Background: an optimization exercise with open tools, aiming at a short achievable clock period and few clock cycles per item. Do not read the settings as production practice. Only simulation tests tie the RTL to the original design; equivalence was not proved. The flow treats the clock pin as an ideal source. Dropping or thinning the clock tree relies on that and would not hold on a real chip. Power and IR drop assume default switching activity.

Design mips_core, start of the top module:
module mips_core (
	input  logic                  clk,
	input  logic                  reset,
	input  logic [32-1:0] instr_in,
	input  logic [32-1:0] data_in,
	output logic [32-1:0] instr_addr,
	output logic [32-1:0] data_addr,
	output logic [32-1:0] data_out,
	output logic                  data_rd_wr
);
export LEC_CHECK = 0
export ABC_CLOCK_PERIOD_IN_PS = 100
export CAP_MARGIN = 20
export CELL_PAD_IN_SITES_DETAIL_PLACEMENT = 1
export CELL_PAD_IN_SITES_GLOBAL_PLACEMENT = 1
export CORE_MARGIN = 2
export CORE_UTILIZATION = 40
export SETUP_SLACK_MARGIN = 2.75
export SLEW_MARGIN = 20
export SYNTH_HIERARCHICAL = 1
export SYNTH_MINIMUM_KEEP_SIZE = 0
export TNS_END_PERCENT = 100
create_clock -name core_clock -period 5.0 [get_ports {clk}]
standard.sh (not shown) runs the stock make flow with config.mk's settings and CLKGATE_MAP_FILE= SYNTH_SCRIPT=/design/flow/synth_recipe.tcl, a recipe that flattens the netlist after the stock synthesis.
==> flow/flow/run.sh <==
#!/bin/bash
# Standard layout with these changes:
#  - ports get buf_8 buffers (not the smallest buffer, a delay cell);
#  - the resizer may swap a cell for any cell of the same function (not only
#    one of the same footprint);
#  - a222oi, which the library has in one weak size only, is not used, so
#    that the resizer can size every gate of the mapped netlist;
#  - sink clusters of at most 24 registers, no dummy loads for balancing;
set -euo pipefail
here=$(pwd)
export POST_CTS_TCL=$here/flow/post_cts.tcl
# the platform's own don't-use list, plus a222oi; given on make's command
# line, as ORFS passes only those on to its per-step makes
base_du=$(make -s -C "$FLOW_HOME" DESIGN_CONFIG=$here/config.mk WORK_HOME=$here/orfs \
  print-DONT_USE_CELLS 2> $here/print_dont_use.log | sed -n 's/^DONT_USE_CELLS: //p')
[[ -n "$base_du" ]] || { echo "no DONT_USE_CELLS from the platform" >&2; exit 1; }
du="$base_du sky130_fd_sc_hd__a222oi_1"
export CTS_ARGS="-sink_clustering_enable -repair_clock_nets -sink_clustering_size 24 -sink_clustering_max_diameter 80 -dont_use_dummy_load"
bash standard.sh MATCH_CELL_FOOTPRINT=0 "BUFFER_PORTS_ARGS=-buffer_cell sky130_fd_sc_hd__buf_8" \
  "DONT_USE_CELLS=$du" finish > $here/standard_flow.log 2>&1
Other scripts of this flow, unchanged in this note and not shown: flow/flow/post_cts.tcl
Testbench counts at the start, summed over its fixed seeds: cycles 16,443, instrs 16,248.
Edit:
--- a/flow/design.v
+++ b/flow/design.v
@@ -340,21 +340,26 @@
 	                ({16{x1_so_bn}} & x1_bn[15:0]);
 	assign din_lo = data_in[15:0];
 	logic [15:0] gc_dp, gc_dn;
 	logic        o_or_c, o_and_c;
 	assign o_or_c  = o_lo[0] | x1_cin;
 	assign o_and_c = o_lo[0] & x1_cin;
 	assign gc_dp = {din_lo[15:1] & o_lo[15:1], din_lo[0] ? o_or_c : o_and_c};
 	assign gc_dn = {~din_lo[15:1] & o_lo[15:1], din_lo[0] ? o_and_c : o_or_c};
 	mips_ks16 ks_dp (.p(din_lo ^ o_lo), .g(gc_dp), .cin(x1_cin), .s(dp_sum));
 	mips_ks16 ks_dn (.p(~din_lo ^ o_lo), .g(gc_dn), .cin(x1_cin), .s(dn_sum));
-	assign lo_sum = ({17{x1_nrm}} & nrm_sum) | ({17{x1_dp}} & dp_sum) | ({17{x1_dn}} & dn_sum);
+	logic [16:0] din_sum, lo_sum_n;
+	assign din_sum = ({17{x1_dp}} & dp_sum) | ({17{x1_dn}} & dn_sum);
+	for (genvar i = 0; i < 17; i++) begin : join_lo
+		mips_ao21 u_p (.a(nrm_sum[i]), .b(x1_nrm), .c(din_sum[i]), .y(lo_sum[i]));
+		mips_aoi21 u_n (.a(nrm_sum[i]), .b(x1_nrm), .c(din_sum[i]), .y(lo_sum_n[i]));
+	end
 	logic [15:0] a_hi_x1, b_hi_x1;
 	assign a_hi_x1 = x1_la ? data_in[31:16] : x1_a[31:16];
 	assign b_hi_x1 = ({16{x1_lb}} & data_in[31:16]) | ({16{x1_lbn}} & ~data_in[31:16]) |
 	                 ({16{x1_hb_ep}} & x1_b[31:16]) | ({16{x1_hb_en}} & x1_bn[31:16]);
 	logic [31:0] addr;
 	mips_agu agu (.base(x1_a), .imm(x1_b[15:0]), .addr(addr));
 	logic [31:0] sd;
 	logic [31:0] sd_early;
 	assign sd_early = ({32{x1_ss_din}} & data_in) | ({32{x1_ss_e}} & x1_s);
 	for (genvar i = 0; i < 32; i++) begin : join_sd
@@ -371,21 +376,21 @@
 			x2_st_n <= 1'b1;
 		end else begin
 			x2_wen  <= x1_wen;
 			x2_load <= x1_load;
 			x2_st_n <= !x1_store;
 		end
 	end
 	always_ff @(posedge clk) begin
 		x2_dest  <= x1_dest;
 		x2_lo    <= lo_sum[15:0];
-		x2_lo_n  <= ~lo_sum[15:0];
+		x2_lo_n  <= lo_sum_n[15:0];
 		x2_c     <= lo_sum[16];
 		x2_a_hi  <= a_hi_x1;
 		x2_b_hi  <= b_hi_x1;
 		x2_ha_1  <= x1_ha_1;
 		x2_ha_e  <= !x1_ha_1;
 		x2_hb_1  <= x1_hb_1;
 		x2_hb_1n <= x1_hb_1n;
 		x2_hb_e  <= !x1_hb_1 && !x1_hb_1n;
 		x2_addr  <= addr;
 		x2_sd    <= sd;
Hold slack gets worse by 0.014 ns; power is about the same; global-route usage is lower by 1.0 points; maximum frequency is lower by 3.2%; clock skew went down by 0.0087 ns; combinational power barely changes; area after synthesis goes down by 0.53%; die area goes down by 0.52%.
Testbench counts after the change, summed over its fixed seeds: cycles 16,443, instrs 16,248.

re-timing with driven ports:
No port has a modelled driver above. Below, the same layouts with a new extraction and two added sets of constraints. Step 1 (the two cells are an assumption about what drives the block):
set clk [get_ports {clk}]
set_driving_cell -lib_cell sky130_fd_sc_hd__clkbuf_16 $clk
set_driving_cell -lib_cell sky130_fd_sc_hd__buf_2 [delete_from_list [all_inputs] $clk]
Step 2 moves the port delays by t, midway between the first and last clock arrival at a register: inputs arrive t later, outputs are due t later. That takes back most of the time a late clock gives input paths. Three values: ideal ports, drivers, drivers and shift; two values: the first two.
run | t (ns) | setup WS [ns] | worst hold slack (ns) | worst data-port slew with drivers (ns) | pins driven straight from the clock port
the first run | 0.798 | 2.497 / 2.497 / 2.031 | 0.348 / 0.348 / 0.348 | 0.12 | 4
the second run | 0.814 | 2.415 / 2.415 / 2.035 | 0.334 / 0.334 / 0.334 | 0.09 | 4
After both steps setup and hold are still met in every run listed. For the first run, which loses most, drivers alone change the setup slack by 0.000 ns; drivers and shift together by -0.466 ns.
